Background: an optimization exercise with open tools, aiming at small area, a short achievable clock period and few clock cycles per item. Do not read the settings as production practice.
In this exercise RTL edits were held to simulation tests only and were not proved equivalent to the original.
Power is estimated from default activity; no workload was simulated.

**flow/design.v**
```verilog
`default_nettype none
package dot_pkg;
  localparam int N_LANES = 4;
  localparam int LANE_W = 8;
  localparam int WORD_W = N_LANES * LANE_W;
  localparam int RES_W = 32;
  localparam int ACC_W = 22;
  localparam int VEC_DEPTH = 16;
  localparam int ADDR_W = 4;
endpackage
`default_nettype wire
`default_nettype none
module dp_unit (
  input wire logic clk,
  input wire logic [31:0] act_data,
  input wire logic [31:0] w_word,
  input wire logic enc_load,
  input wire logic cut_vld,
  output logic [21:0] x_out,
  output logic [21:0] y_out
);
  logic [3:0][3:0] one_q;
  logic [3:0][3:0] two_q;
  logic [3:0][3:0] neg_q;
  logic [3:0][3:0] one_d;
  logic [3:0][3:0] two_d;
  logic [3:0][3:0] neg_d;
  for (genvar i = 0; i < 4; i++) begin : g_enc_lane
    for (genvar k = 0; k < 4; k++) begin : g_enc_digit
      logic b2, b1, b0;
      assign b2 = w_word[i*8 + 2*k + 1];
      assign b1 = w_word[i*8 + 2*k];
      if (k == 0) begin : g_lsb
        assign b0 = 1'b0;
      end else begin : g_mid
        assign b0 = w_word[i*8 + 2*k - 1];
      end
      assign one_d[i][k] = b1 ^ b0;
      assign two_d[i][k] = (b2 & ~b1 & ~b0) | (~b2 & b1 & b0);
      assign neg_d[i][k] = b2;
    end
  end
  always_ff @(posedge clk) begin
    if (enc_load) begin
      one_q <= one_d;
      two_q <= two_d;
      neg_q <= neg_d;
    end
  end
  logic [3:0][2:0] ncnt;
  for (genvar k = 0; k < 4; k++) begin : g_ncnt
    assign ncnt[k] = 3'(neg_q[0][k]) + 3'(neg_q[1][k]) + 3'(neg_q[2][k]) + 3'(neg_q[3][k]);
  end
  logic [3:0][3:0][8:0] pp;
  for (genvar i = 0; i < 4; i++) begin : g_pp_lane
    logic [8:0] a1, a2;
    assign a1 = {act_data[i*8 + 7], act_data[i*8 +: 8]};
    assign a2 = {act_data[i*8 +: 8], 1'b0};
    for (genvar k = 0; k < 4; k++) begin : g_pp_digit
      assign pp[i][k] = ({9{one_q[i][k]}} & a1 | {9{two_q[i][k]}} & a2) ^ {9{neg_q[i][k]}};
    end
  end
  logic sb0_1;
  logic cb0_2;
  logic sb0_3;
  logic cb0_4;
  logic sb0_5;
  logic cb0_6;
  logic sb0_7;
  logic cb0_8;
  logic sb0_9;
  logic cb0_10;
  logic sb0_11;
  logic cb0_12;
  logic sb0_13;
  logic cb0_14;
  logic sb0_15;
  logic cb0_16;
  logic sb0_17;
  logic cb0_18;
  logic sb0_19;
  logic cb0_20;
  logic sb0_21;
  logic cb0_22;
  logic sb0_23;
  logic cb0_24;
  logic sb0_25;
  logic cb0_26;
  logic sb0_27;
  logic cb0_28;
  logic sb0_29;
  logic cb0_30;
  logic sb0_31;
  logic cb0_32;
  logic sb1_33;
  logic cb1_34;
  logic sb1_35;
  logic cb1_36;
  logic sb1_37;
  logic cb1_38;
  logic sb1_39;
  logic cb1_40;
  logic sb1_41;
  logic cb1_42;
  logic sb1_43;
  logic cb1_44;
  logic sb1_45;
  logic cb1_46;
  logic sb1_47;
  logic cb1_48;
  logic sb1_49;
  logic cb1_50;
  logic sb1_51;
  logic cb1_52;
  logic sb1_53;
  logic cb1_54;
  logic sb1_55;
  logic cb1_56;
  logic sb1_57;
  logic cb1_58;
  logic sb1_59;
  logic cb1_60;
  logic sb1_61;
  logic cb1_62;
  logic sb1_63;
  logic cb1_64;
  logic sb1_65;
  logic cb1_66;
  logic sb1_67;
  logic cb1_68;
  logic sb1_69;
  logic cb1_70;
  logic sb1_71;
  logic cb1_72;
  logic sb1_73;
  logic cb1_74;
  logic sb1_75;
  logic cb1_76;
  logic sb1_77;
  logic cb1_78;
  logic sb1_79;
  logic cb1_80;
  logic sb1_81;
  logic cb1_82;
  logic sb1_83;
  logic cb1_84;
  logic sb1_85;
  logic cb1_86;
  logic sb1_87;
  logic cb1_88;
  logic sb1_89;
  logic cb1_90;
  logic sb1_91;
  logic cb1_92;
  logic sb1_93;
  logic cb1_94;
  logic sb1_95;
  logic cb1_96;
  logic sb1_97;
  logic cb1_98;
  logic sc0_99;
  logic cc0_100;
  logic sc0_101;
  logic cc0_102;
  logic sc0_103;
  logic cc0_104;
  logic sc0_105;
  logic cc0_106;
  logic sc0_107;
  logic cc0_108;
  logic sc0_109;
  logic cc0_110;
  logic sc0_111;
  logic cc0_112;
  logic sc0_113;
  logic cc0_114;
  logic sc0_115;
  logic cc0_116;
  logic sc0_117;
  logic cc0_118;
  logic sc0_119;
  logic cc0_120;
  logic sc0_121;
  logic cc0_122;
  logic sc0_123;
  logic cc0_124;
  logic sc0_125;
  logic cc0_126;
  logic sc0_127;
  logic cc0_128;
  logic sc0_129;
  logic cc0_130;
  logic sc0_131;
  logic cc0_132;
  logic sc0_133;
  logic cc0_134;
  logic sc0_135;
  logic cc0_136;
  logic sc0_137;
  logic cc0_138;
  logic sc0_139;
  logic cc0_140;
  logic sc0_141;
  logic cc0_142;
  logic sc0_143;
  logic cc0_144;
  logic sc0_145;
  logic cc0_146;
  logic sc0_147;
  logic cc0_148;
  logic sc0_149;
  logic cc0_150;
  logic sc0_151;
  logic cc0_152;
  logic sc0_153;
  logic cc0_154;
  logic sc0_155;
  logic cc0_156;
  logic sc0_157;
  logic cc0_158;
  logic sc0_159;
  logic cc0_160;
  logic sc0_161;
  logic cc0_162;
  logic sc0_163;
  logic cc0_164;
  logic sc0_165;
  logic cc0_166;
  logic sc1_167;
  logic cc1_168;
  logic sc1_169;
  logic cc1_170;
  logic sc1_171;
  logic cc1_172;
  logic sc1_173;
  logic cc1_174;
  logic sc1_175;
  logic cc1_176;
  logic sc1_177;
  logic cc1_178;
  logic sc1_179;
  logic cc1_180;
  logic sc1_181;
  logic cc1_182;
  logic sc1_183;
  logic cc1_184;
  logic sc1_185;
  logic cc1_186;
  logic sc1_187;
  logic cc1_188;
  logic sc1_189;
  logic cc1_190;
  logic sc1_191;
  logic cc1_192;
  logic sc1_193;
  logic cc1_194;
  logic sc1_195;
  logic cc1_196;
  logic sc1_197;
  logic cc1_198;
  logic sc1_199;
  logic cc1_200;
  logic sc1_201;
  logic cc1_202;
  logic sc1_203;
  logic cc1_204;
  logic sc1_205;
  logic cc1_206;
  logic sc1_207;
  logic cc1_208;
  logic sc1_209;
  logic cc1_210;
  logic sc1_211;
  logic cc1_212;
  logic sc1_213;
  logic cc1_214;
  logic sc1_215;
  logic cc1_216;
  logic sc1_217;
  logic cc1_218;
  logic sc1_219;
  logic cc1_220;
  logic sc1_221;
  logic cc1_222;
  logic sc2_223;
  logic cc2_224;
  logic sc2_225;
  logic cc2_226;
  logic sc2_227;
  logic cc2_228;
  logic sc2_229;
  logic cc2_230;
  logic sc2_231;
  logic cc2_232;
  logic sc2_233;
  logic cc2_234;
  logic sc2_235;
  logic cc2_236;
  logic sc2_237;
  logic cc2_238;
  logic sc2_239;
  logic cc2_240;
  logic sc2_241;
  logic cc2_242;
  logic sc2_243;
  logic cc2_244;
  logic sc2_245;
  logic cc2_246;
  logic sc2_247;
  logic cc2_248;
  logic sc2_249;
  logic cc2_250;
  logic sc2_251;
  logic cc2_252;
  logic sc2_253;
  logic cc2_254;
  logic sc3_255;
  logic cc3_256;
  logic sc3_257;
  logic cc3_258;
  logic sc3_259;
  logic cc3_260;
  logic sc3_261;
  logic cc3_262;
  logic sc3_263;
  logic cc3_264;
  logic sc3_265;
  logic cc3_266;
  logic sc3_267;
  logic cc3_268;
  logic sc3_269;
  logic cc3_270;
  logic sc3_271;
  logic cc3_272;
  logic sc3_273;
  logic cc3_274;
  logic sc3_275;
  logic cc3_276;
  logic sc3_277;
  logic cc3_278;
  logic sc3_279;
  logic cc3_280;
  logic sc3_281;
  logic cc3_282;
  logic sc3_283;
  logic cc3_284;
  logic sc3_285;
  logic cc3_286;
  assign sb0_1 = pp[0][0][4] ^ pp[0][1][2];
  assign cb0_2 = pp[0][0][4] & pp[0][1][2];
  assign sb0_3 = pp[0][0][5] ^ pp[0][1][3];
  assign cb0_4 = pp[0][0][5] & pp[0][1][3];
  assign sb0_5 = pp[0][0][6] ^ pp[0][1][4] ^ pp[0][2][2];
  assign cb0_6 = (pp[0][0][6] & pp[0][1][4]) | (pp[0][0][6] & pp[0][2][2]) | (pp[0][1][4] & pp[0][2][2]);
  assign sb0_7 = pp[0][3][0] ^ pp[1][0][6] ^ pp[1][1][4];
  assign cb0_8 = (pp[0][3][0] & pp[1][0][6]) | (pp[0][3][0] & pp[1][1][4]) | (pp[1][0][6] & pp[1][1][4]);
  assign sb0_9 = pp[1][2][2] ^ pp[1][3][0] ^ pp[2][0][6];
  assign cb0_10 = (pp[1][2][2] & pp[1][3][0]) | (pp[1][2][2] & pp[2][0][6]) | (pp[1][3][0] & pp[2][0][6]);
  assign sb0_11 = pp[0][0][7] ^ pp[0][1][5] ^ pp[0][2][3];
  assign cb0_12 = (pp[0][0][7] & pp[0][1][5]) | (pp[0][0][7] & pp[0][2][3]) | (pp[0][1][5] & pp[0][2][3]);
  assign sb0_13 = pp[0][3][1] ^ pp[1][0][7] ^ pp[1][1][5];
  assign cb0_14 = (pp[0][3][1] & pp[1][0][7]) | (pp[0][3][1] & pp[1][1][5]) | (pp[1][0][7] & pp[1][1][5]);
  assign sb0_15 = pp[1][2][3] ^ pp[1][3][1] ^ pp[2][0][7];
  assign cb0_16 = (pp[1][2][3] & pp[1][3][1]) | (pp[1][2][3] & pp[2][0][7]) | (pp[1][3][1] & pp[2][0][7]);
  assign sb0_17 = pp[2][1][5] ^ pp[2][2][3];
  assign cb0_18 = pp[2][1][5] & pp[2][2][3];
  assign sb0_19 = ~pp[0][0][8] ^ pp[0][1][6] ^ pp[0][2][4];
  assign cb0_20 = (~pp[0][0][8] & pp[0][1][6]) | (~pp[0][0][8] & pp[0][2][4]) | (pp[0][1][6] & pp[0][2][4]);
  assign sb0_21 = pp[0][3][2] ^ ~pp[1][0][8] ^ pp[1][1][6];
  assign cb0_22 = (pp[0][3][2] & ~pp[1][0][8]) | (pp[0][3][2] & pp[1][1][6]) | (~pp[1][0][8] & pp[1][1][6]);
  assign sb0_23 = pp[1][2][4] ^ pp[1][3][2] ^ ~pp[2][0][8];
  assign cb0_24 = (pp[1][2][4] & pp[1][3][2]) | (pp[1][2][4] & ~pp[2][0][8]) | (pp[1][3][2] & ~pp[2][0][8]);
  assign sb0_25 = pp[2][1][6] ^ pp[2][2][4] ^ pp[2][3][2];
  assign cb0_26 = (pp[2][1][6] & pp[2][2][4]) | (pp[2][1][6] & pp[2][3][2]) | (pp[2][2][4] & pp[2][3][2]);
  assign sb0_27 = pp[0][1][7] ^ pp[0][2][5] ^ pp[0][3][3];
  assign cb0_28 = (pp[0][1][7] & pp[0][2][5]) | (pp[0][1][7] & pp[0][3][3]) | (pp[0][2][5] & pp[0][3][3]);
  assign sb0_29 = pp[1][1][7] ^ pp[1][2][5];
  assign cb0_30 = pp[1][1][7] & pp[1][2][5];
  assign sb0_31 = ~pp[0][1][8] ^ pp[0][2][6] ^ pp[0][3][4];
  assign cb0_32 = (~pp[0][1][8] & pp[0][2][6]) | (~pp[0][1][8] & pp[0][3][4]) | (pp[0][2][6] & pp[0][3][4]);
  assign sb1_33 = pp[0][0][2] ^ pp[0][1][0];
  assign cb1_34 = pp[0][0][2] & pp[0][1][0];
  assign sb1_35 = pp[0][0][3] ^ pp[0][1][1];
  assign cb1_36 = pp[0][0][3] & pp[0][1][1];
  assign sb1_37 = pp[0][2][0] ^ pp[1][0][4] ^ pp[1][1][2];
  assign cb1_38 = (pp[0][2][0] & pp[1][0][4]) | (pp[0][2][0] & pp[1][1][2]) | (pp[1][0][4] & pp[1][1][2]);
  assign sb1_39 = pp[1][2][0] ^ pp[2][0][4] ^ pp[2][1][2];
  assign cb1_40 = (pp[1][2][0] & pp[2][0][4]) | (pp[1][2][0] & pp[2][1][2]) | (pp[2][0][4] & pp[2][1][2]);
  assign sb1_41 = pp[2][2][0] ^ pp[3][0][4];
  assign cb1_42 = pp[2][2][0] & pp[3][0][4];
  assign sb1_43 = pp[0][2][1] ^ pp[1][0][5] ^ pp[1][1][3];
  assign cb1_44 = (pp[0][2][1] & pp[1][0][5]) | (pp[0][2][1] & pp[1][1][3]) | (pp[1][0][5] & pp[1][1][3]);
  assign sb1_45 = pp[1][2][1] ^ pp[2][0][5] ^ pp[2][1][3];
  assign cb1_46 = (pp[1][2][1] & pp[2][0][5]) | (pp[1][2][1] & pp[2][1][3]) | (pp[2][0][5] & pp[2][1][3]);
  assign sb1_47 = pp[2][2][1] ^ pp[3][0][5] ^ pp[3][1][3];
  assign cb1_48 = (pp[2][2][1] & pp[3][0][5]) | (pp[2][2][1] & pp[3][1][3]) | (pp[3][0][5] & pp[3][1][3]);
  assign sb1_49 = pp[3][2][1] ^ ncnt[2][1];
  assign cb1_50 = pp[3][2][1] & ncnt[2][1];
  assign sb1_51 = pp[2][1][4] ^ pp[2][2][2] ^ pp[2][3][0];
  assign cb1_52 = (pp[2][1][4] & pp[2][2][2]) | (pp[2][1][4] & pp[2][3][0]) | (pp[2][2][2] & pp[2][3][0]);
  assign sb1_53 = pp[3][0][6] ^ pp[3][1][4] ^ pp[3][2][2];
  assign cb1_54 = (pp[3][0][6] & pp[3][1][4]) | (pp[3][0][6] & pp[3][2][2]) | (pp[3][1][4] & pp[3][2][2]);
  assign sb1_55 = pp[3][3][0] ^ ncnt[2][2] ^ ncnt[3][0];
  assign cb1_56 = (pp[3][3][0] & ncnt[2][2]) | (pp[3][3][0] & ncnt[3][0]) | (ncnt[2][2] & ncnt[3][0]);
  assign sb1_57 = cb0_4 ^ sb0_5 ^ sb0_7;
  assign cb1_58 = (cb0_4 & sb0_5) | (cb0_4 & sb0_7) | (sb0_5 & sb0_7);
  assign sb1_59 = pp[2][3][1] ^ pp[3][0][7] ^ pp[3][1][5];
  assign cb1_60 = (pp[2][3][1] & pp[3][0][7]) | (pp[2][3][1] & pp[3][1][5]) | (pp[3][0][7] & pp[3][1][5]);
  assign sb1_61 = pp[3][2][3] ^ pp[3][3][1] ^ ncnt[3][1];
  assign cb1_62 = (pp[3][2][3] & pp[3][3][1]) | (pp[3][2][3] & ncnt[3][1]) | (pp[3][3][1] & ncnt[3][1]);
  assign sb1_63 = cb0_6 ^ cb0_8 ^ cb0_10;
  assign cb1_64 = (cb0_6 & cb0_8) | (cb0_6 & cb0_10) | (cb0_8 & cb0_10);
  assign sb1_65 = sb0_11 ^ sb0_13 ^ sb0_15;
  assign cb1_66 = (sb0_11 & sb0_13) | (sb0_11 & sb0_15) | (sb0_13 & sb0_15);
  assign sb1_67 = ~pp[3][0][8] ^ pp[3][1][6] ^ pp[3][2][4];
  assign cb1_68 = (~pp[3][0][8] & pp[3][1][6]) | (~pp[3][0][8] & pp[3][2][4]) | (pp[3][1][6] & pp[3][2][4]);
  assign sb1_69 = pp[3][3][2] ^ ncnt[3][2] ^ cb0_12;
  assign cb1_70 = (pp[3][3][2] & ncnt[3][2]) | (pp[3][3][2] & cb0_12) | (ncnt[3][2] & cb0_12);
  assign sb1_71 = cb0_14 ^ cb0_16 ^ cb0_18;
  assign cb1_72 = (cb0_14 & cb0_16) | (cb0_14 & cb0_18) | (cb0_16 & cb0_18);
  assign sb1_73 = sb0_19 ^ sb0_21 ^ sb0_23;
  assign cb1_74 = (sb0_19 & sb0_21) | (sb0_19 & sb0_23) | (sb0_21 & sb0_23);
  assign sb1_75 = pp[1][3][3] ^ pp[2][1][7] ^ pp[2][2][5];
  assign cb1_76 = (pp[1][3][3] & pp[2][1][7]) | (pp[1][3][3] & pp[2][2][5]) | (pp[2][1][7] & pp[2][2][5]);
  assign sb1_77 = pp[2][3][3] ^ pp[3][1][7] ^ pp[3][2][5];
  assign cb1_78 = (pp[2][3][3] & pp[3][1][7]) | (pp[2][3][3] & pp[3][2][5]) | (pp[3][1][7] & pp[3][2][5]);
  assign sb1_79 = pp[3][3][3] ^ cb0_20 ^ cb0_22;
  assign cb1_80 = (pp[3][3][3] & cb0_20) | (pp[3][3][3] & cb0_22) | (cb0_20 & cb0_22);
  assign sb1_81 = cb0_24 ^ cb0_26 ^ sb0_27;
  assign cb1_82 = (cb0_24 & cb0_26) | (cb0_24 & sb0_27) | (cb0_26 & sb0_27);
  assign sb1_83 = ~pp[1][1][8] ^ pp[1][2][6] ^ pp[1][3][4];
  assign cb1_84 = (~pp[1][1][8] & pp[1][2][6]) | (~pp[1][1][8] & pp[1][3][4]) | (pp[1][2][6] & pp[1][3][4]);
  assign sb1_85 = ~pp[2][1][8] ^ pp[2][2][6] ^ pp[2][3][4];
  assign cb1_86 = (~pp[2][1][8] & pp[2][2][6]) | (~pp[2][1][8] & pp[2][3][4]) | (pp[2][2][6] & pp[2][3][4]);
  assign sb1_87 = ~pp[3][1][8] ^ pp[3][2][6] ^ pp[3][3][4];
  assign cb1_88 = (~pp[3][1][8] & pp[3][2][6]) | (~pp[3][1][8] & pp[3][3][4]) | (pp[3][2][6] & pp[3][3][4]);
  assign sb1_89 = 1'b1 ^ cb0_28 ^ cb0_30;
  assign cb1_90 = (1'b1 & cb0_28) | (1'b1 & cb0_30) | (cb0_28 & cb0_30);
  assign sb1_91 = pp[0][2][7] ^ pp[0][3][5] ^ pp[1][2][7];
  assign cb1_92 = (pp[0][2][7] & pp[0][3][5]) | (pp[0][2][7] & pp[1][2][7]) | (pp[0][3][5] & pp[1][2][7]);
  assign sb1_93 = pp[1][3][5] ^ pp[2][2][7] ^ pp[2][3][5];
  assign cb1_94 = (pp[1][3][5] & pp[2][2][7]) | (pp[1][3][5] & pp[2][3][5]) | (pp[2][2][7] & pp[2][3][5]);
  assign sb1_95 = pp[3][2][7] ^ pp[3][3][5];
  assign cb1_96 = pp[3][2][7] & pp[3][3][5];
  assign sb1_97 = ~pp[0][2][8] ^ pp[0][3][6] ^ ~pp[1][2][8];
  assign cb1_98 = (~pp[0][2][8] & pp[0][3][6]) | (~pp[0][2][8] & ~pp[1][2][8]) | (pp[0][3][6] & ~pp[1][2][8]);
  assign sc0_99 = cut_q[10] ^ cut_q[11] ^ cut_q[12];
  assign cc0_100 = (cut_q[10] & cut_q[11]) | (cut_q[10] & cut_q[12]) | (cut_q[11] & cut_q[12]);
  assign sc0_101 = cut_q[13] ^ cut_q[14];
  assign cc0_102 = cut_q[13] & cut_q[14];
  assign sc0_103 = cut_q[19] ^ cut_q[20] ^ cut_q[21];
  assign cc0_104 = (cut_q[19] & cut_q[20]) | (cut_q[19] & cut_q[21]) | (cut_q[20] & cut_q[21]);
  assign sc0_105 = cut_q[22] ^ cut_q[23] ^ cut_q[24];
  assign cc0_106 = (cut_q[22] & cut_q[23]) | (cut_q[22] & cut_q[24]) | (cut_q[23] & cut_q[24]);
  assign sc0_107 = cut_q[25] ^ cut_q[26];
  assign cc0_108 = cut_q[25] & cut_q[26];
  assign sc0_109 = cut_q[28] ^ cut_q[29] ^ cut_q[30];
  assign cc0_110 = (cut_q[28] & cut_q[29]) | (cut_q[28] & cut_q[30]) | (cut_q[29] & cut_q[30]);
  assign sc0_111 = cut_q[31] ^ cut_q[32] ^ cut_q[33];
  assign cc0_112 = (cut_q[31] & cut_q[32]) | (cut_q[31] & cut_q[33]) | (cut_q[32] & cut_q[33]);
  assign sc0_113 = cut_q[34] ^ cut_q[35] ^ cut_q[36];
  assign cc0_114 = (cut_q[34] & cut_q[35]) | (cut_q[34] & cut_q[36]) | (cut_q[35] & cut_q[36]);
  assign sc0_115 = cut_q[37] ^ cut_q[38] ^ cut_q[39];
  assign cc0_116 = (cut_q[37] & cut_q[38]) | (cut_q[37] & cut_q[39]) | (cut_q[38] & cut_q[39]);
  assign sc0_117 = cut_q[40] ^ cut_q[41] ^ cut_q[42];
  assign cc0_118 = (cut_q[40] & cut_q[41]) | (cut_q[40] & cut_q[42]) | (cut_q[41] & cut_q[42]);
  assign sc0_119 = cut_q[43] ^ cut_q[44] ^ cut_q[45];
  assign cc0_120 = (cut_q[43] & cut_q[44]) | (cut_q[43] & cut_q[45]) | (cut_q[44] & cut_q[45]);
  assign sc0_121 = cut_q[46] ^ cut_q[47] ^ cut_q[48];
  assign cc0_122 = (cut_q[46] & cut_q[47]) | (cut_q[46] & cut_q[48]) | (cut_q[47] & cut_q[48]);
  assign sc0_123 = cut_q[49] ^ cut_q[50] ^ cut_q[51];
  assign cc0_124 = (cut_q[49] & cut_q[50]) | (cut_q[49] & cut_q[51]) | (cut_q[50] & cut_q[51]);
  assign sc0_125 = cut_q[52] ^ cut_q[53] ^ cut_q[54];
  assign cc0_126 = (cut_q[52] & cut_q[53]) | (cut_q[52] & cut_q[54]) | (cut_q[53] & cut_q[54]);
  assign sc0_127 = cut_q[55] ^ cut_q[56] ^ cut_q[57];
  assign cc0_128 = (cut_q[55] & cut_q[56]) | (cut_q[55] & cut_q[57]) | (cut_q[56] & cut_q[57]);
  assign sc0_129 = cut_q[58] ^ cut_q[59] ^ cut_q[60];
  assign cc0_130 = (cut_q[58] & cut_q[59]) | (cut_q[58] & cut_q[60]) | (cut_q[59] & cut_q[60]);
  assign sc0_131 = cut_q[61] ^ cut_q[62] ^ cut_q[63];
  assign cc0_132 = (cut_q[61] & cut_q[62]) | (cut_q[61] & cut_q[63]) | (cut_q[62] & cut_q[63]);
  assign sc0_133 = cut_q[64] ^ cut_q[65] ^ cut_q[66];
  assign cc0_134 = (cut_q[64] & cut_q[65]) | (cut_q[64] & cut_q[66]) | (cut_q[65] & cut_q[66]);
  assign sc0_135 = cut_q[67] ^ cut_q[68] ^ cut_q[69];
  assign cc0_136 = (cut_q[67] & cut_q[68]) | (cut_q[67] & cut_q[69]) | (cut_q[68] & cut_q[69]);
  assign sc0_137 = cut_q[70] ^ cut_q[71] ^ cut_q[72];
  assign cc0_138 = (cut_q[70] & cut_q[71]) | (cut_q[70] & cut_q[72]) | (cut_q[71] & cut_q[72]);
  assign sc0_139 = cut_q[73] ^ cut_q[74] ^ cut_q[75];
  assign cc0_140 = (cut_q[73] & cut_q[74]) | (cut_q[73] & cut_q[75]) | (cut_q[74] & cut_q[75]);
  assign sc0_141 = cut_q[76] ^ cut_q[77] ^ cut_q[78];
  assign cc0_142 = (cut_q[76] & cut_q[77]) | (cut_q[76] & cut_q[78]) | (cut_q[77] & cut_q[78]);
  assign sc0_143 = cut_q[79] ^ cut_q[80] ^ cut_q[81];
  assign cc0_144 = (cut_q[79] & cut_q[80]) | (cut_q[79] & cut_q[81]) | (cut_q[80] & cut_q[81]);
  assign sc0_145 = cut_q[82] ^ cut_q[83] ^ cut_q[84];
  assign cc0_146 = (cut_q[82] & cut_q[83]) | (cut_q[82] & cut_q[84]) | (cut_q[83] & cut_q[84]);
  assign sc0_147 = cut_q[85] ^ cut_q[86] ^ cut_q[87];
  assign cc0_148 = (cut_q[85] & cut_q[86]) | (cut_q[85] & cut_q[87]) | (cut_q[86] & cut_q[87]);
  assign sc0_149 = cut_q[88] ^ cut_q[89] ^ cut_q[90];
  assign cc0_150 = (cut_q[88] & cut_q[89]) | (cut_q[88] & cut_q[90]) | (cut_q[89] & cut_q[90]);
  assign sc0_151 = 1'b1 ^ cut_q[91] ^ cut_q[92];
  assign cc0_152 = (1'b1 & cut_q[91]) | (1'b1 & cut_q[92]) | (cut_q[91] & cut_q[92]);
  assign sc0_153 = cut_q[93] ^ cut_q[94] ^ cut_q[95];
  assign cc0_154 = (cut_q[93] & cut_q[94]) | (cut_q[93] & cut_q[95]) | (cut_q[94] & cut_q[95]);
  assign sc0_155 = cut_q[96] ^ cut_q[97] ^ cut_q[98];
  assign cc0_156 = (cut_q[96] & cut_q[97]) | (cut_q[96] & cut_q[98]) | (cut_q[97] & cut_q[98]);
  assign sc0_157 = cut_q[99] ^ cut_q[100] ^ cut_q[101];
  assign cc0_158 = (cut_q[99] & cut_q[100]) | (cut_q[99] & cut_q[101]) | (cut_q[100] & cut_q[101]);
  assign sc0_159 = cut_q[102] ^ cut_q[103] ^ cut_q[104];
  assign cc0_160 = (cut_q[102] & cut_q[103]) | (cut_q[102] & cut_q[104]) | (cut_q[103] & cut_q[104]);
  assign sc0_161 = cut_q[105] ^ cut_q[106] ^ cut_q[107];
  assign cc0_162 = (cut_q[105] & cut_q[106]) | (cut_q[105] & cut_q[107]) | (cut_q[106] & cut_q[107]);
  assign sc0_163 = cut_q[108] ^ cut_q[109] ^ cut_q[110];
  assign cc0_164 = (cut_q[108] & cut_q[109]) | (cut_q[108] & cut_q[110]) | (cut_q[109] & cut_q[110]);
  assign sc0_165 = cut_q[111] ^ 1'b1;
  assign cc0_166 = cut_q[111] & 1'b1;
  assign sc1_167 = cut_q[0] ^ cut_q[1];
  assign cc1_168 = cut_q[0] & cut_q[1];
  assign sc1_169 = cut_q[5] ^ cut_q[6] ^ cut_q[7];
  assign cc1_170 = (cut_q[5] & cut_q[6]) | (cut_q[5] & cut_q[7]) | (cut_q[6] & cut_q[7]);
  assign sc1_171 = cut_q[15] ^ cut_q[16] ^ cut_q[17];
  assign cc1_172 = (cut_q[15] & cut_q[16]) | (cut_q[15] & cut_q[17]) | (cut_q[16] & cut_q[17]);
  assign sc1_173 = cut_q[18] ^ sc0_99;
  assign cc1_174 = cut_q[18] & sc0_99;
  assign sc1_175 = cut_q[27] ^ cc0_100 ^ cc0_102;
  assign cc1_176 = (cut_q[27] & cc0_100) | (cut_q[27] & cc0_102) | (cc0_100 & cc0_102);
  assign sc1_177 = sc0_103 ^ sc0_105 ^ sc0_107;
  assign cc1_178 = (sc0_103 & sc0_105) | (sc0_103 & sc0_107) | (sc0_105 & sc0_107);
  assign sc1_179 = cc0_104 ^ cc0_106 ^ cc0_108;
  assign cc1_180 = (cc0_104 & cc0_106) | (cc0_104 & cc0_108) | (cc0_106 & cc0_108);
  assign sc1_181 = sc0_109 ^ sc0_111 ^ sc0_113;
  assign cc1_182 = (sc0_109 & sc0_111) | (sc0_109 & sc0_113) | (sc0_111 & sc0_113);
  assign sc1_183 = cc0_110 ^ cc0_112 ^ cc0_114;
  assign cc1_184 = (cc0_110 & cc0_112) | (cc0_110 & cc0_114) | (cc0_112 & cc0_114);
  assign sc1_185 = sc0_115 ^ sc0_117 ^ sc0_119;
  assign cc1_186 = (sc0_115 & sc0_117) | (sc0_115 & sc0_119) | (sc0_117 & sc0_119);
  assign sc1_187 = cc0_116 ^ cc0_118 ^ cc0_120;
  assign cc1_188 = (cc0_116 & cc0_118) | (cc0_116 & cc0_120) | (cc0_118 & cc0_120);
  assign sc1_189 = sc0_121 ^ sc0_123 ^ sc0_125;
  assign cc1_190 = (sc0_121 & sc0_123) | (sc0_121 & sc0_125) | (sc0_123 & sc0_125);
  assign sc1_191 = cc0_122 ^ cc0_124 ^ cc0_126;
  assign cc1_192 = (cc0_122 & cc0_124) | (cc0_122 & cc0_126) | (cc0_124 & cc0_126);
  assign sc1_193 = sc0_127 ^ sc0_129 ^ sc0_131;
  assign cc1_194 = (sc0_127 & sc0_129) | (sc0_127 & sc0_131) | (sc0_129 & sc0_131);
  assign sc1_195 = cc0_128 ^ cc0_130 ^ cc0_132;
  assign cc1_196 = (cc0_128 & cc0_130) | (cc0_128 & cc0_132) | (cc0_130 & cc0_132);
  assign sc1_197 = sc0_133 ^ sc0_135 ^ sc0_137;
  assign cc1_198 = (sc0_133 & sc0_135) | (sc0_133 & sc0_137) | (sc0_135 & sc0_137);
  assign sc1_199 = cc0_134 ^ cc0_136 ^ cc0_138;
  assign cc1_200 = (cc0_134 & cc0_136) | (cc0_134 & cc0_138) | (cc0_136 & cc0_138);
  assign sc1_201 = sc0_139 ^ sc0_141 ^ sc0_143;
  assign cc1_202 = (sc0_139 & sc0_141) | (sc0_139 & sc0_143) | (sc0_141 & sc0_143);
  assign sc1_203 = cc0_140 ^ cc0_142 ^ cc0_144;
  assign cc1_204 = (cc0_140 & cc0_142) | (cc0_140 & cc0_144) | (cc0_142 & cc0_144);
  assign sc1_205 = sc0_145 ^ sc0_147 ^ sc0_149;
  assign cc1_206 = (sc0_145 & sc0_147) | (sc0_145 & sc0_149) | (sc0_147 & sc0_149);
  assign sc1_207 = cc0_146 ^ cc0_148 ^ cc0_150;
  assign cc1_208 = (cc0_146 & cc0_148) | (cc0_146 & cc0_150) | (cc0_148 & cc0_150);
  assign sc1_209 = sc0_151 ^ sc0_153 ^ sc0_155;
  assign cc1_210 = (sc0_151 & sc0_153) | (sc0_151 & sc0_155) | (sc0_153 & sc0_155);
  assign sc1_211 = cc0_152 ^ cc0_154 ^ cc0_156;
  assign cc1_212 = (cc0_152 & cc0_154) | (cc0_152 & cc0_156) | (cc0_154 & cc0_156);
  assign sc1_213 = sc0_157 ^ sc0_159 ^ sc0_161;
  assign cc1_214 = (sc0_157 & sc0_159) | (sc0_157 & sc0_161) | (sc0_159 & sc0_161);
  assign sc1_215 = cut_q[112] ^ cc0_158 ^ cc0_160;
  assign cc1_216 = (cut_q[112] & cc0_158) | (cut_q[112] & cc0_160) | (cc0_158 & cc0_160);
  assign sc1_217 = cc0_162 ^ sc0_163 ^ sc0_165;
  assign cc1_218 = (cc0_162 & sc0_163) | (cc0_162 & sc0_165) | (sc0_163 & sc0_165);
  assign sc1_219 = cut_q[113] ^ cut_q[114] ^ cut_q[115];
  assign cc1_220 = (cut_q[113] & cut_q[114]) | (cut_q[113] & cut_q[115]) | (cut_q[114] & cut_q[115]);
  assign sc1_221 = cut_q[116] ^ cc0_164 ^ cc0_166;
  assign cc1_222 = (cut_q[116] & cc0_164) | (cut_q[116] & cc0_166) | (cc0_164 & cc0_166);
  assign sc2_223 = cut_q[2] ^ cut_q[3];
  assign cc2_224 = cut_q[2] & cut_q[3];
  assign sc2_225 = cut_q[8] ^ cut_q[9] ^ cc1_168;
  assign cc2_226 = (cut_q[8] & cut_q[9]) | (cut_q[8] & cc1_168) | (cut_q[9] & cc1_168);
  assign sc2_227 = sc0_101 ^ cc1_170 ^ sc1_171;
  assign cc2_228 = (sc0_101 & cc1_170) | (sc0_101 & sc1_171) | (cc1_170 & sc1_171);
  assign sc2_229 = cc1_172 ^ cc1_174 ^ sc1_175;
  assign cc2_230 = (cc1_172 & cc1_174) | (cc1_172 & sc1_175) | (cc1_174 & sc1_175);
  assign sc2_231 = cc1_176 ^ cc1_178 ^ sc1_179;
  assign cc2_232 = (cc1_176 & cc1_178) | (cc1_176 & sc1_179) | (cc1_178 & sc1_179);
  assign sc2_233 = cc1_180 ^ cc1_182 ^ sc1_183;
  assign cc2_234 = (cc1_180 & cc1_182) | (cc1_180 & sc1_183) | (cc1_182 & sc1_183);
  assign sc2_235 = cc1_184 ^ cc1_186 ^ sc1_187;
  assign cc2_236 = (cc1_184 & cc1_186) | (cc1_184 & sc1_187) | (cc1_186 & sc1_187);
  assign sc2_237 = cc1_188 ^ cc1_190 ^ sc1_191;
  assign cc2_238 = (cc1_188 & cc1_190) | (cc1_188 & sc1_191) | (cc1_190 & sc1_191);
  assign sc2_239 = cc1_192 ^ cc1_194 ^ sc1_195;
  assign cc2_240 = (cc1_192 & cc1_194) | (cc1_192 & sc1_195) | (cc1_194 & sc1_195);
  assign sc2_241 = cc1_196 ^ cc1_198 ^ sc1_199;
  assign cc2_242 = (cc1_196 & cc1_198) | (cc1_196 & sc1_199) | (cc1_198 & sc1_199);
  assign sc2_243 = cc1_200 ^ cc1_202 ^ sc1_203;
  assign cc2_244 = (cc1_200 & cc1_202) | (cc1_200 & sc1_203) | (cc1_202 & sc1_203);
  assign sc2_245 = cc1_204 ^ cc1_206 ^ sc1_207;
  assign cc2_246 = (cc1_204 & cc1_206) | (cc1_204 & sc1_207) | (cc1_206 & sc1_207);
  assign sc2_247 = cc1_208 ^ cc1_210 ^ sc1_211;
  assign cc2_248 = (cc1_208 & cc1_210) | (cc1_208 & sc1_211) | (cc1_210 & sc1_211);
  assign sc2_249 = cc1_212 ^ cc1_214 ^ sc1_215;
  assign cc2_250 = (cc1_212 & cc1_214) | (cc1_212 & sc1_215) | (cc1_214 & sc1_215);
  assign sc2_251 = cc1_216 ^ cc1_218 ^ sc1_219;
  assign cc2_252 = (cc1_216 & cc1_218) | (cc1_216 & sc1_219) | (cc1_218 & sc1_219);
  assign sc2_253 = 1'b1 ^ cc1_220;
  assign cc2_254 = 1'b1 & cc1_220;
  assign sc3_255 = cut_q[4] ^ sc1_167;
  assign cc3_256 = cut_q[4] & sc1_167;
  assign sc3_257 = sc1_169 ^ cc2_224 ^ sc2_225;
  assign cc3_258 = (sc1_169 & cc2_224) | (sc1_169 & sc2_225) | (cc2_224 & sc2_225);
  assign sc3_259 = sc1_173 ^ cc2_226 ^ sc2_227;
  assign cc3_260 = (sc1_173 & cc2_226) | (sc1_173 & sc2_227) | (cc2_226 & sc2_227);
  assign sc3_261 = sc1_177 ^ cc2_228 ^ sc2_229;
  assign cc3_262 = (sc1_177 & cc2_228) | (sc1_177 & sc2_229) | (cc2_228 & sc2_229);
  assign sc3_263 = sc1_181 ^ cc2_230 ^ sc2_231;
  assign cc3_264 = (sc1_181 & cc2_230) | (sc1_181 & sc2_231) | (cc2_230 & sc2_231);
  assign sc3_265 = sc1_185 ^ cc2_232 ^ sc2_233;
  assign cc3_266 = (sc1_185 & cc2_232) | (sc1_185 & sc2_233) | (cc2_232 & sc2_233);
  assign sc3_267 = sc1_189 ^ cc2_234 ^ sc2_235;
  assign cc3_268 = (sc1_189 & cc2_234) | (sc1_189 & sc2_235) | (cc2_234 & sc2_235);
  assign sc3_269 = sc1_193 ^ cc2_236 ^ sc2_237;
  assign cc3_270 = (sc1_193 & cc2_236) | (sc1_193 & sc2_237) | (cc2_236 & sc2_237);
  assign sc3_271 = sc1_197 ^ cc2_238 ^ sc2_239;
  assign cc3_272 = (sc1_197 & cc2_238) | (sc1_197 & sc2_239) | (cc2_238 & sc2_239);
  assign sc3_273 = sc1_201 ^ cc2_240 ^ sc2_241;
  assign cc3_274 = (sc1_201 & cc2_240) | (sc1_201 & sc2_241) | (cc2_240 & sc2_241);
  assign sc3_275 = sc1_205 ^ cc2_242 ^ sc2_243;
  assign cc3_276 = (sc1_205 & cc2_242) | (sc1_205 & sc2_243) | (cc2_242 & sc2_243);
  assign sc3_277 = sc1_209 ^ cc2_244 ^ sc2_245;
  assign cc3_278 = (sc1_209 & cc2_244) | (sc1_209 & sc2_245) | (cc2_244 & sc2_245);
  assign sc3_279 = sc1_213 ^ cc2_246 ^ sc2_247;
  assign cc3_280 = (sc1_213 & cc2_246) | (sc1_213 & sc2_247) | (cc2_246 & sc2_247);
  assign sc3_281 = sc1_217 ^ cc2_248 ^ sc2_249;
  assign cc3_282 = (sc1_217 & cc2_248) | (sc1_217 & sc2_249) | (cc2_248 & sc2_249);
  assign sc3_283 = sc1_221 ^ cc2_250 ^ sc2_251;
  assign cc3_284 = (sc1_221 & cc2_250) | (sc1_221 & sc2_251) | (cc2_250 & sc2_251);
  assign sc3_285 = cc1_222 ^ cc2_252 ^ sc2_253;
  assign cc3_286 = (cc1_222 & cc2_252) | (cc1_222 & sc2_253) | (cc2_252 & sc2_253);
  logic [116:0] cut_q;
  logic [21:0] x_q;
  logic [21:0] y_q;
  always_ff @(posedge clk) begin
      cut_q[0] <= pp[0][0][0];
      cut_q[1] <= pp[1][0][0];
      cut_q[2] <= pp[2][0][0];
      cut_q[3] <= pp[3][0][0];
      cut_q[4] <= ncnt[0][0];
      cut_q[5] <= pp[0][0][1];
      cut_q[6] <= pp[1][0][1];
      cut_q[7] <= pp[2][0][1];
      cut_q[8] <= pp[3][0][1];
      cut_q[9] <= ncnt[0][1];
      cut_q[10] <= pp[1][0][2];
      cut_q[11] <= pp[1][1][0];
      cut_q[12] <= pp[2][0][2];
      cut_q[13] <= pp[2][1][0];
      cut_q[14] <= pp[3][0][2];
      cut_q[15] <= pp[3][1][0];
      cut_q[16] <= ncnt[0][2];
      cut_q[17] <= ncnt[1][0];
      cut_q[18] <= sb1_33;
      cut_q[19] <= pp[1][0][3];
      cut_q[20] <= pp[1][1][1];
      cut_q[21] <= pp[2][0][3];
      cut_q[22] <= pp[2][1][1];
      cut_q[23] <= pp[3][0][3];
      cut_q[24] <= pp[3][1][1];
      cut_q[25] <= ncnt[1][1];
      cut_q[26] <= cb1_34;
      cut_q[27] <= sb1_35;
      cut_q[28] <= pp[3][1][2];
      cut_q[29] <= pp[3][2][0];
      cut_q[30] <= ncnt[1][2];
      cut_q[31] <= ncnt[2][0];
      cut_q[32] <= sb0_1;
      cut_q[33] <= cb1_36;
      cut_q[34] <= sb1_37;
      cut_q[35] <= sb1_39;
      cut_q[36] <= sb1_41;
      cut_q[37] <= cb0_2;
      cut_q[38] <= sb0_3;
      cut_q[39] <= cb1_38;
      cut_q[40] <= cb1_40;
      cut_q[41] <= cb1_42;
      cut_q[42] <= sb1_43;
      cut_q[43] <= sb1_45;
      cut_q[44] <= sb1_47;
      cut_q[45] <= sb1_49;
      cut_q[46] <= sb0_9;
      cut_q[47] <= cb1_44;
      cut_q[48] <= cb1_46;
      cut_q[49] <= cb1_48;
      cut_q[50] <= cb1_50;
      cut_q[51] <= sb1_51;
      cut_q[52] <= sb1_53;
      cut_q[53] <= sb1_55;
      cut_q[54] <= sb1_57;
      cut_q[55] <= sb0_17;
      cut_q[56] <= cb1_52;
      cut_q[57] <= cb1_54;
      cut_q[58] <= cb1_56;
      cut_q[59] <= cb1_58;
      cut_q[60] <= sb1_59;
      cut_q[61] <= sb1_61;
      cut_q[62] <= sb1_63;
      cut_q[63] <= sb1_65;
      cut_q[64] <= sb0_25;
      cut_q[65] <= cb1_60;
      cut_q[66] <= cb1_62;
      cut_q[67] <= cb1_64;
      cut_q[68] <= cb1_66;
      cut_q[69] <= sb1_67;
      cut_q[70] <= sb1_69;
      cut_q[71] <= sb1_71;
      cut_q[72] <= sb1_73;
      cut_q[73] <= sb0_29;
      cut_q[74] <= cb1_68;
      cut_q[75] <= cb1_70;
      cut_q[76] <= cb1_72;
      cut_q[77] <= cb1_74;
      cut_q[78] <= sb1_75;
      cut_q[79] <= sb1_77;
      cut_q[80] <= sb1_79;
      cut_q[81] <= sb1_81;
      cut_q[82] <= sb0_31;
      cut_q[83] <= cb1_76;
      cut_q[84] <= cb1_78;
      cut_q[85] <= cb1_80;
      cut_q[86] <= cb1_82;
      cut_q[87] <= sb1_83;
      cut_q[88] <= sb1_85;
      cut_q[89] <= sb1_87;
      cut_q[90] <= sb1_89;
      cut_q[91] <= cb0_32;
      cut_q[92] <= cb1_84;
      cut_q[93] <= cb1_86;
      cut_q[94] <= cb1_88;
      cut_q[95] <= cb1_90;
      cut_q[96] <= sb1_91;
      cut_q[97] <= sb1_93;
      cut_q[98] <= sb1_95;
      cut_q[99] <= pp[1][3][6];
      cut_q[100] <= ~pp[2][2][8];
      cut_q[101] <= pp[2][3][6];
      cut_q[102] <= ~pp[3][2][8];
      cut_q[103] <= pp[3][3][6];
      cut_q[104] <= cb1_92;
      cut_q[105] <= cb1_94;
      cut_q[106] <= cb1_96;
      cut_q[107] <= sb1_97;
      cut_q[108] <= pp[0][3][7];
      cut_q[109] <= pp[1][3][7];
      cut_q[110] <= pp[2][3][7];
      cut_q[111] <= pp[3][3][7];
      cut_q[112] <= cb1_98;
      cut_q[113] <= ~pp[0][3][8];
      cut_q[114] <= ~pp[1][3][8];
      cut_q[115] <= ~pp[2][3][8];
      cut_q[116] <= ~pp[3][3][8];
  end
  always_ff @(posedge clk) begin
      x_q[0] <= cut_vld & sc2_223;
      x_q[1] <= cut_vld & cc3_256;
      x_q[2] <= cut_vld & cc3_258;
      x_q[3] <= cut_vld & cc3_260;
      x_q[4] <= cut_vld & cc3_262;
      x_q[5] <= cut_vld & cc3_264;
      x_q[6] <= cut_vld & cc3_266;
      x_q[7] <= cut_vld & cc3_268;
      x_q[8] <= cut_vld & cc3_270;
      x_q[9] <= cut_vld & cc3_272;
      x_q[10] <= cut_vld & cc3_274;
      x_q[11] <= cut_vld & cc3_276;
      x_q[12] <= cut_vld & cc3_278;
      x_q[13] <= cut_vld & cc3_280;
      x_q[14] <= cut_vld & cc3_282;
      x_q[15] <= cut_vld & cc3_284;
      x_q[16] <= cut_vld & cc2_254;
      x_q[17] <= cut_vld & 1'b1;
      x_q[18] <= cut_vld & 1'b1;
      x_q[19] <= cut_vld & 1'b1;
      x_q[20] <= cut_vld & 1'b1;
      x_q[21] <= cut_vld & 1'b1;
      y_q[0] <= cut_vld & sc3_255;
      y_q[1] <= cut_vld & sc3_257;
      y_q[2] <= cut_vld & sc3_259;
      y_q[3] <= cut_vld & sc3_261;
      y_q[4] <= cut_vld & sc3_263;
      y_q[5] <= cut_vld & sc3_265;
      y_q[6] <= cut_vld & sc3_267;
      y_q[7] <= cut_vld & sc3_269;
      y_q[8] <= cut_vld & sc3_271;
      y_q[9] <= cut_vld & sc3_273;
      y_q[10] <= cut_vld & sc3_275;
      y_q[11] <= cut_vld & sc3_277;
      y_q[12] <= cut_vld & sc3_279;
      y_q[13] <= cut_vld & sc3_281;
      y_q[14] <= cut_vld & sc3_283;
      y_q[15] <= cut_vld & sc3_285;
      y_q[16] <= cut_vld & cc3_286;
      y_q[17] <= cut_vld & 1'b0;
      y_q[18] <= cut_vld & 1'b0;
      y_q[19] <= cut_vld & 1'b0;
      y_q[20] <= cut_vld & 1'b0;
      y_q[21] <= cut_vld & 1'b0;
  end
  assign x_out = x_q;
  assign y_out = y_q;
endmodule
`default_nettype wire
`default_nettype none
module weight_buffer (
  input wire logic clk,
  input wire logic wr_en,
  input wire logic [dot_pkg::ADDR_W-1:0] wr_addr,
  input wire logic [dot_pkg::WORD_W-1:0] wr_data,
  input wire logic [dot_pkg::VEC_DEPTH-1:0] rd_sel,
  output logic [dot_pkg::WORD_W-1:0] rd_data
);
  logic [dot_pkg::WORD_W-1:0] mem [dot_pkg::VEC_DEPTH];
  always_ff @(posedge clk) begin
    if (wr_en) begin
      mem[wr_addr] <= wr_data;
    end
  end
  always_comb begin
    rd_data = '0;
    for (int k = 0; k < dot_pkg::VEC_DEPTH; k++) begin
      rd_data = rd_data | (mem[k] & {dot_pkg::WORD_W{rd_sel[k]}});
    end
  end
endmodule
`default_nettype wire
`default_nettype none
module dot_accumulator (
  input wire logic clk,
  input wire logic clear,
  input wire logic [dot_pkg::ACC_W-1:0] x_in,
  input wire logic [dot_pkg::ACC_W-1:0] y_in,
  output logic signed [dot_pkg::RES_W-1:0] acc
);
  logic [dot_pkg::ACC_W-1:0] acc_q;
  logic [dot_pkg::ACC_W-1:0] s3;
  logic [dot_pkg::ACC_W-1:0] c3;
  assign acc = dot_pkg::RES_W'($signed(acc_q));
  assign s3 = acc_q ^ x_in ^ y_in;
  assign c3 = (acc_q & x_in) | (acc_q & y_in) | (x_in & y_in);
  logic [dot_pkg::ACC_W-1:0] pa;
  logic [dot_pkg::ACC_W-1:0] pb;
  logic [dot_pkg::ACC_W-1:0] sum;
  logic [dot_pkg::ACC_W-1:0] gen [6];
  logic [dot_pkg::ACC_W-1:0] prp [6];
  assign pa = s3;
  assign pb = {c3[dot_pkg::ACC_W-2:0], 1'b0};
  always_comb begin
    gen[0] = pa & pb;
    prp[0] = pa ^ pb;
    for (int l = 0; l < 5; l++) begin
      for (int i = 0; i < dot_pkg::ACC_W; i++) begin
        if (i >= (1 << l)) begin
          gen[l+1][i] = gen[l][i] | (prp[l][i] & gen[l][i - (1 << l)]);
          prp[l+1][i] = prp[l][i] & prp[l][i - (1 << l)];
        end else begin
          gen[l+1][i] = gen[l][i];
          prp[l+1][i] = prp[l][i];
        end
      end
    end
    sum = prp[0] ^ {gen[5][dot_pkg::ACC_W-2:0], 1'b0};
  end
  always_ff @(posedge clk) begin
    if (clear) begin
      acc_q <= '0;
    end else begin
      acc_q <= sum;
    end
  end
endmodule
`default_nettype wire
`default_nettype none
module dot_ctrl (
  input wire logic clk,
  input wire logic reset,
  input wire logic start,
  input wire logic [dot_pkg::ADDR_W-1:0] vec_last,
  input wire logic act_valid,
  input wire logic w_wr,
  input wire logic [dot_pkg::ADDR_W-1:0] w_addr,
  output logic busy,
  output logic done,
  output logic buf_wr_en,
  output logic [dot_pkg::VEC_DEPTH-1:0] rd_sel,
  output logic enc_load,
  output logic w0_bypass,
  output logic acc_clear,
  output logic cut_vld
);
  logic busy_q;
  logic strm_q;
  logic [dot_pkg::ADDR_W-1:0] cnt_q;
  logic [dot_pkg::ADDR_W-1:0] last_q;
  logic [dot_pkg::VEC_DEPTH-1:0] rsel_q;
  logic [dot_pkg::VEC_DEPTH-1:0] rsel_d;
  logic done_q;
  logic [1:0] vld_q;
  logic [1:0] fin_q;
  logic is_idle;
  logic accept;
  logic finish;
  logic is_last;
  assign is_idle = !busy_q;
  assign accept = act_valid && strm_q;
  assign finish = vld_q[1] && fin_q[1];
  assign busy = busy_q;
  assign done = done_q;
  assign buf_wr_en = w_wr && is_idle;
  assign rd_sel = rsel_q;
  assign enc_load = is_idle || accept;
  assign w0_bypass = is_idle && w_wr && (w_addr == '0);
  assign is_last = (cnt_q == last_q);
  assign acc_clear = start && is_idle;
  assign cut_vld = vld_q[0];
  always_comb begin
    rsel_d = rsel_q;
    if (is_idle) begin
      rsel_d = start ? dot_pkg::VEC_DEPTH'(2) : dot_pkg::VEC_DEPTH'(1);
    end else if (finish) begin
      rsel_d = dot_pkg::VEC_DEPTH'(1);
    end else if (accept) begin
      rsel_d = rsel_q << 1;
    end
  end
  always_ff @(posedge clk) begin
    if (reset) begin
      busy_q <= 1'b0;
      strm_q <= 1'b0;
      cnt_q <= '0;
      rsel_q <= dot_pkg::VEC_DEPTH'(1);
      last_q <= '0;
      done_q <= 1'b0;
      vld_q <= '0;
      fin_q <= '0;
    end else begin
      done_q <= finish;
      vld_q <= {vld_q[0], accept};
      fin_q <= {fin_q[0], accept && is_last};
      rsel_q <= rsel_d;
      if (is_idle) begin
        if (start) begin
          busy_q <= 1'b1;
          strm_q <= 1'b1;
          cnt_q <= '0;
          last_q <= vec_last;
        end
      end else begin
        if (accept) begin
          cnt_q <= cnt_q + 1'b1;
          if (is_last) begin
            strm_q <= 1'b0;
          end
        end
        if (finish) begin
          busy_q <= 1'b0;
        end
      end
    end
  end
endmodule
`default_nettype wire
`default_nettype none
module dot_engine_top (
  input wire logic clk,
  input wire logic reset,
  input wire logic w_wr,
  input wire logic [dot_pkg::ADDR_W-1:0] w_addr,
  input wire logic [dot_pkg::WORD_W-1:0] w_data,
  input wire logic start,
  input wire logic [dot_pkg::ADDR_W-1:0] vec_last,
  input wire logic act_valid,
  input wire logic [dot_pkg::WORD_W-1:0] act_data,
  output logic busy,
  output logic done,
  output logic signed [dot_pkg::RES_W-1:0] result
);
  logic buf_wr_en;
  logic [dot_pkg::VEC_DEPTH-1:0] rd_sel;
  logic [dot_pkg::WORD_W-1:0] rd_data;
  logic acc_clear;
  logic cut_vld;
  logic enc_load;
  logic w0_bypass;
  logic [dot_pkg::WORD_W-1:0] w_next;
  logic [dot_pkg::ACC_W-1:0] x_sum;
  logic [dot_pkg::ACC_W-1:0] y_sum;
  dot_ctrl dot_ctrl_i (
    .clk, .reset, .start, .vec_last, .act_valid, .w_wr, .w_addr,
    .busy, .done, .buf_wr_en, .rd_sel, .enc_load, .w0_bypass, .acc_clear, .cut_vld
  );
  weight_buffer weight_buffer_i (
    .clk, .wr_en(buf_wr_en), .wr_addr(w_addr), .wr_data(w_data),
    .rd_sel, .rd_data
  );
  assign w_next = w0_bypass ? w_data : rd_data;
  dp_unit dp_unit_i (
    .clk, .act_data, .w_word(w_next), .enc_load, .cut_vld, .x_out(x_sum), .y_out(y_sum)
  );
  dot_accumulator dot_accumulator_i (
    .clk, .clear(acc_clear), .x_in(x_sum), .y_in(y_sum), .acc(result)
  );
endmodule
`default_nettype wire
```
**flow/flow/run.sh**
```bash
#!/bin/bash
# The standard layout (the standard.sh), except that the buffers that
# buffer_ports puts on every input and output port are buf_1 cells; the
# resizer sizes them up where timing needs it.
set -euo pipefail
bash standard.sh "BUFFER_PORTS_ARGS=-buffer_cell sky130_fd_sc_hd__buf_1" finish > flow_standard.log 2>&1
```
**flow/standard.sh**
```bash
#!/bin/bash
# synth_recipe.tcl (not shown) runs the flow's synth.tcl, then flattens the netlist and writes it again
# the make line also repeats each setting of config.mk as NAME=value (left out here)
make -C /OpenROAD-flow-scripts/flow DESIGN_CONFIG=/design/flow/config.mk WORK_HOME=/design/flow/orfs CLKGATE_MAP_FILE= SYNTH_SCRIPT=/design/flow/synth_recipe.tcl "${@:-finish}"
```
**flow/config.mk**
```make
export PLATFORM = sky130hd
export DESIGN_NAME = dot_engine_top
export DESIGN_NICKNAME = dot_engine_top
export VERILOG_FILES = /design/flow/design.v
export SDC_FILE = /design/flow/constraint.sdc
export NUM_CORES = 4
export LEC_CHECK = 0
export CAP_MARGIN = 20
export CORE_MARGIN = 2
export CORE_UTILIZATION = 50
export SETUP_SLACK_MARGIN = 2.6
export SLEW_MARGIN = 20
```
**flow/constraint.sdc**
```tcl
create_clock -name core_clock -period 5.0 [get_ports {clk}]
set_input_delay 1.0000 -clock core_clock [delete_from_list [all_inputs] [get_ports {clk}]]
set_output_delay 1.0000 -clock core_clock [all_outputs]
set_load 0.01 [all_outputs]
```
==> flow_summary.ini, run 1 <==
[grt]
grt_max_degree = 50
antenna_found_initial = 7
grt_pass1_wl_mm = 134
grt_usage_pct = 27.3
gr-total-overflow = 0
grt_pass1_vias = 20200

[floorplanning]
die_x_um = 260
start_util_pct = 50.6
fp.dieH_um = 260
core_sq_um = 64600
ioPinCount = 111
fp.dieArea_sq_um = 67400
std_cell_rows = 93

[clock_network]
cts_hold_buf = 0
clk_pin_slew_worst_paths_ns = 0.06
cts-buffers-inserted = 81
cts_buffer_depth = 3
tritoncts = built
htreeDepth = 3
clkLatencyLatePin_ns = 0.65
cts_root_buf = clkbuf_16
clock_sinks = 765

[critical_path]
reg2reg_depth = 10
path_class = reg2reg
r2r_slack_ns = 2.34
worstReg2RegEnd = dot_accumulator_i.acc_q[21]
critPathLaunchType = register
cp_data_required_time_ns = 5.50
critPathMaxFanout = 3
r2r_start = dp_unit_i.x_q[1]
arrival_ns = 3.16
crit_path_end_kind = register

[sta]
relSlewSlack_pct = 31.7
period_share_pct = 53.1
tns_ns = 0
final.min_clock_period_ns = 2.66
finalMaxSlewViolations = 0
skew_ns = 0.0272
max_freq_mhz = 376
worst_pin_slew_ns = 1.02
hold_viol_final = 0
setup_viol = 0
rsz0062_at_grt = yes

[layout]
ff_latch_area_sq_um = 21000
layout-drive-gt1-share_pct = 20.6
final_util_pct = 59.2
multi_input_area_sq_um = 11400
layout.nets = 2644
nFillCells = 4986
final-instance-count-excl-fill = 3294
area.growth.synth_to_final_pct = 17.0
fin_area_sq_um = 38200

[drt]
avgViaCountPerCell = 6.08
drc = 0
wl_per_cell_um = 28.6
drt_pass1_iterations = 5
drt_wl_total_mm = 94.3
drtIter0Drc = 2142
drtAntennaViolNets = 0
vias = 20000

[synth]
synthCells = 2230
synth_cell_types = 55
synth_edf_count = 560
yosysTopAreaCellShare_pct = 51.4
postSynth.asyncResetShare_pct = 0
syn_area_per_cell_sq_um = 14.7
synth_most_common_cell = edfxtp_1
syn_nets = 2503
ys_top_cells_by_count = edfxtp_1, dfxtp_1, a22oi_1
syn_area_sq_um = 32700
ys.flop_type = edfxtp_1
ys_warn_count = 6
synth_seq_cells = 765
synth_area_leaders = edfxtp_1, dfxtp_1, fa_1
synth_top_area_cell = edfxtp_1
ys_seq_area_share_pct = 64.0

[placement]
gp_congestion = 0.865
placement.io_buffers = 110
placedCellCount = 3071
placed_area_sq_um = 34300
dp_hpwl_mm = 58.6

[min_path]
hold_path_depth = 1
hold_start = dot_ctrl_i.fin_q[0]
holdCritPathClass = reg2reg
worstHoldEndpoint = dot_ctrl_i.fin_q[1]

[pwr]
pwr-share-comb_pct = 34.1
p_int_mw = 14.3
p_sw_share_pct = 34.0
power.leakage_nw = 13.4
seq_power_share_pct = 37.5
powerDensity_nw_per_um2 = 566
p_clk_share_pct = 28.4
ir_worst_vdd_mv = 0.737
p_sw_mw = 7.35

[run]
drv_cap = 0

[status]
status = no timing/DRC/antenna violations
## power by group through the flow
stage | combinational (mW) | clock [mW] | sequential, mW
after floorplan | 3.98 | 0 | 7.84
after global placement | 6.70 | 0 | 8.20
after detailed placement | 6.83 | 0 | 8.21
after CTS | 7.48 | 6.21 | 8.10
after global routing | 8.14 | 6.46 | 8.17
final | 7.38 | 6.14 | 8.10
## final cells by class
cell class / count / area share (%)
Timing Repair Buffer: 233 / 4.12
Inverter: 115 / 1.14
Antenna cell: 1 / 0.00655
Clock buffer: 100 / 5.60
Sequential cell: 765 / 55.0
Clock inverter: 50 / 1.53
Tap cell: 855 / 2.80
Multi-Input combinational cell: 1175 / 29.8
## worst max path at each step
stage / from / end / slack, ns / cells after the start
finish: dp_unit_i.x_q[1] / dot_accumulator_i.acc_q[21] / 2.34 / 10
global route: dp_unit_i.x_q[1] / dot_accumulator_i.acc_q[21] / 2.19 / 10
CTS: w_addr[1] / weight_buffer_i.mem[6][22] / 2.35 / 4
global placement: w_wr / dp_unit_i.two_q[10] / 1.65 / 8
floorplan: w_addr[2] / weight_buffer_i.mem[0][0] / 2.17 / 6
detailed placement: w_wr / dp_unit_i.two_q[14] / 1.60 / 8
## what timing repair did
action                                  4_1_cts  5_1_grt
buffers inserted                             23       42
endpoints found under the setup margin      337      175
pin swaps                                    57       72
resized for setup                           131       85
gates cloned                                  0        7
## registers in the layout (all words and copies together) (netlist names), 17 cells and up
signal / cells
dp_unit_i.x_q: 18
dp_unit_i.y_q: 17
weight_buffer_i.mem: 512
dot_accumulator_i.acc_q: 22
dp_unit_i.cut_q: 117
## routing by layer
| metal | vias to the layer above | routed length, um | GRT usage (%) |
|---|---|---|---|
| li1 | 8571 | - | - |
| met1 | 10300 | 36300 | 36.2 |
| met2 | 910 | 47000 | 45.7 |
| met3 | 188 | 7260 | 4.69 |
| met4 | 4 | 3710 | 9.61 |
| met5 | - | 30 | 0 |
## worst max-delay path, stage by stage, from the launching register on
cell and delay [ns]:
dfxtp_2 0.32, fa_1 0.55, ha_2 0.19, inv_2 0.04, fa_2 0.34, nand2b_4 0.16, a211oi_4 0.29, o2111ai_2 0.16
a31oi_4 0.27, o41ai_4 0.09, mux2i_1 0.13
## cells by family (layout without fill, tap and decap cells)
kind of cell | Yosys count | after routing | synth area share, %
compound gates | 489 | 489 | 11.5
xor+xnor | 170 | 170 | 4.56
fa+ha+maj | 196 | 196 | 10.9
buf+inv | 292 | 498 | 3.51
flops | 765 | 765 | 64.0
mux | 31 | 31 | 1.10
other cells | 0 | 1 | 0
simple gates | 287 | 289 | 4.45
## cell usage in the layout, fill, tap and decap left out, drive strengths merged, types with 2 or more instances in the layout
cell        n
a2111o      2
a211oi      2
a21o        4
a21oi      39
a221oi     97
a22o       96
a22oi     177
a31oi       5
and2       14
and3        3
buf       230
bufinv     10
clkbuf    103
clkinv     35
clkinvlp    3
dfxtp     205
edfxtp    560
fa        146
ha         50
inv       117
mux2       12
mux2i      19
nand2      88
nand2b     21
nand3      20
nand4      36
nor2       39
nor2b      33
nor3       17
o211ai      2
o21a        8
o21ai      32
o22a       16
o41ai       3
or2        11
or3         3
xnor2     133
xor2       37
## through the flow
stage | power, mW | hold slack [ns] | worst slack (ns)
2_1_floorplan | 11.8 | 0.398 | 2.17
3_3_place_gp | 14.9 | 0.421 | 1.65
3_5_place_dp | 15.0 | 0.429 | 1.60
4_1_cts | 21.8 | 0.442 | 2.35
5_1_grt | 22.8 | 0.458 | 2.19
6_report | 21.6 | 0.440 | 2.34
Testbench counts, summed over its fixed seeds: cycles 14,859, items 1,280.
==> inputs of run 2 (changes only) <==
==> flow/run.sh (new file) <==
#!/bin/bash
# synth_recipe.tcl (not shown) runs the flow's synth.tcl, then flattens the netlist and writes it again
# the make line also repeats each setting of config.mk as NAME=value (left out here)
make -C /OpenROAD-flow-scripts/flow DESIGN_CONFIG=/design/flow/config.mk WORK_HOME=/design/flow/orfs CLKGATE_MAP_FILE= SYNTH_SCRIPT=/design/flow/synth_recipe.tcl finish
removed: flow/flow/run.sh
removed: flow/standard.sh
==> run 2 against run 1 <==
  * Total power decreased by 1.4%
  * Register-to-register slack worse by 0.02 ns
  * Clock-buffer cell count grew 3
  * Global-route usage increased by 0.29 points
  * Critical path depth up 1
  * Routed wire length fell by 1.8%
  * First-iteration DRC count down 7.3%
  * Highest routed layer unchanged
  * Clock skew increased by 0.0086 ns
  * Combinational power shrank 0.5%
  * Design area up 0.93%
  * Sequential share of layout area down 0.54 points
==> flow_summary.ini, run 2 <==
[sta]
rsz0062_at_grt = yes
hold_viol_final = 0
relSlewSlack_pct = 33.0
period_share_pct = 53.6
final.min_clock_period_ns = 2.68
max_freq_mhz = 373
finalMaxSlewViolations = 0
setup_viol = 0
worst_slack_ns = 2.32
skew_ns = 0.0358
worst_pin_slew_ns = 1.00
tns_ns = 0

[critical_path]
worstPathCellList = fa_1 > ha_2 > inv_2 > fa_2 > nand2b_4 > a211oi_4 > o2111ai_2 > a31oi_2 > buf_4 > o21a_1 > nor3_1
crit_path_end_kind = register
path_class = reg2reg
cp_data_required_time_ns = 5.49
slowest_stage = fa_1
max_stage_delay_ns = 0.54
arrival_ns = 3.17
path_buf_inv = 2
critPathMaxFanout = 3
critPathTopFamily = adder cells
critPathLaunchType = register
r2r_slack_ns = 2.32

[clock_network]
clkLatencyLatePin_ns = 0.64
tritoncts = built
clk_pin_slew_worst_paths_ns = 0.06
clock_sinks = 765
cts_hold_buf = 0
cts-buffers-inserted = 79
htreeDepth = 3
cts_root_buf = clkbuf_16
cts_buffer_depth = 3

[synth]
yosysTopAreaCellShare_pct = 51.4
synth_edf_count = 560
syn_area_sq_um = 32700
ys_warn_count = 6
ys_top_cells_by_count = edfxtp_1, dfxtp_1, a22oi_1
syn_area_per_cell_sq_um = 14.7
synth_area_leaders = edfxtp_1, dfxtp_1, fa_1
synth_seq_cells = 765
synth_cell_types = 55
postSynth.asyncResetShare_pct = 0
ys_seq_area_share_pct = 64.0
syn_nets = 2503
synthCells = 2230
ys.flop_type = edfxtp_1
synth_top_area_cell = edfxtp_1
synth_most_common_cell = edfxtp_1

[layout]
diodes = 0
layout-drive-gt1-share_pct = 20.2
final_cell_mix = edfxtp_1, a22oi_1, dfxtp_1
reg_top3 = weight_buffer_i.mem: 512 flops, dp_unit_i.cut_q: 117 flops, dot_accumulator_i.acc_q: 22 flops
mostFrequentLayoutCell = edfxtp_1
fin_area_sq_um = 38600
layout.nets = 2625
largest-register = weight_buffer_i.mem
area.growth.synth_to_final_pct = 18.1
largest_reg_flops = 512

[floorplanning]
start_util_pct = 50.6
die_x_um = 260
fp.dieArea_sq_um = 67400
fp.dieH_um = 260
std_cell_rows = 93
ioPinCount = 111
core_sq_um = 64600

[pwr]
p_int_mw = 14.1
p_clk_share_pct = 27.7
finalPower_mw = 21.3
seq_power_share_pct = 37.9
p_sw_mw = 7.19
p_sw_share_pct = 33.7
power.leakage_nw = 13.7
ir_worst_vdd_mv = 0.952
pwr-share-comb_pct = 34.4
powerDensity_nw_per_um2 = 552

[placement]
dp_hpwl_mm = 57.3
dp_slack_ns = 0.975
placement.io_buffers = 110
placed_area_sq_um = 34900
gp_congestion = 0.837

[grt]
grt_max_degree = 49
grt_usage_pct = 27.6
antenna_found_initial = 7
gr-total-overflow = 0
grt_pass1_vias = 20100
grt_pass1_wl_mm = 134

[drt]
vias = 19800
drtIter0Drc = 1986
drt_pass1_iterations = 7
avgViaCountPerCell = 6.06
drt_wl_total_mm = 92.6
wl_per_cell_um = 28.3
drc = 0
drtAntennaViolNets = 0

[min_path]
holdCritPathClass = reg2reg

[run]
drv_cap = 0

[status]
status = no timing/DRC/antenna violations
run 2: cell counts after synthesis:
No cell type changed its count.
run 2: final timing paths:
kind	startpoint	end	cells past startpoint
hold reg to reg	dot_ctrl_i.fin_q[0]	dot_ctrl_i.fin_q[1]	1
setup reg to reg	dp_unit_i.x_q[1]	dot_accumulator_i.acc_q[19]	11
setup / recovery	dp_unit_i.x_q[1]	dot_accumulator_i.acc_q[19]	11
hold / removal	dot_ctrl_i.fin_q[0]	dot_ctrl_i.fin_q[1]	1
run 2: repair_timing:
| action | 4_1_cts | 5_1_grt |
|---|---|---|
| gates cloned | 8 | 2 |
| resized for setup | 241 | 85 |
| pin swaps | 72 | 63 |
| setup endpoints to repair | 558 | 232 |
| setup buffers | 30 | 19 |
run 2: final cells by class:
type	count	area, sq um
Sequential cell	765	21000
Clock inverter	41	474
Clock buffer	103	2140
Multi-Input combinational cell	1180	11400
Fill cell	5005	26000
Tap cell	855	1070
Timing Repair Buffer	211	2020
Inverter	115	435
run 2: power groups by stage:
stage	clock network (mW)	registers, mW	logic (mW)
finish	5.89	8.08	7.34
global placement	0	8.18	6.83
CTS	5.98	8.08	7.49
floorplan	0	7.84	3.98
detailed placement	0	8.19	6.92
global route	6.23	8.15	8.13
run 2: cells by family (layout without fill, tap and decap cells):
kind of cell / count (synthesis) / count (layout) / synth area share [%]
AND/OR/NAND/NOR: 287 / 294 / 4.45
flip-flops: 765 / 765 / 64.0
XOR/XNOR: 170 / 170 / 4.56
adder cells (fa/ha/maj): 196 / 196 / 10.9
multiplexers: 31 / 31 / 1.10
AO/OA/AOI/OAI: 489 / 489 / 11.5
buffers and inverters: 292 / 470 / 3.51
run 2: stage by stage:
step	utilization (%)	std cells	hold slack (ns)
5_1_grt	59.7	3270	0.466
6_report	59.7	3270	0.458
3_5_place_dp	54.0	3067	0.458
3_3_place_gp	54.0	3067	0.435
2_1_floorplan	-	2230	0.398
4_1_cts	59.1	3249	0.465
run 2: per-layer routing:
layer,track usage (%),wire [um]
met3,4.49,6810
met5,0,26
met4,11.7,4250
met2,46.9,45700
met1,35.3,35800

[port drivers added, routing unchanged]
In the flow no input, the clock included, has a driving cell. The finished layouts below were timed again as built, in two steps.
Step 1, drivers: a clkbuf_16 drives clk and a buf_2 each remaining input, both assumed.
Step 2 times the ports against the registers' clock, not the clock port: input delays grow and output delays shrink by t, the midpoint of the rising clock arrivals with the driver on.
Slacks: ideal / step 1 / step 2; pairs: ideal / step 1.
| run | shift t [ns] | slack for setup (ns) | clock arrival spread, ns | slew at the worst register clock pin (ns) | worst slew at a driven data input, ns |
|---|---|---|---|---|---|
| run 1 | 0.693 | 2.343 / 2.343 / 1.817 | 0.036 / 0.036 | 0.07 / 0.07 | 0.14 |
| run 2 | 0.690 | 2.321 / 2.321 / 1.876 | 0.040 / 0.040 | 0.07 / 0.07 | 0.11 |
After both steps every run listed still meets setup and hold. The setup slack of run 1, which loses most, moves by 0.000 ns with the drivers and by -0.526 ns with both steps.
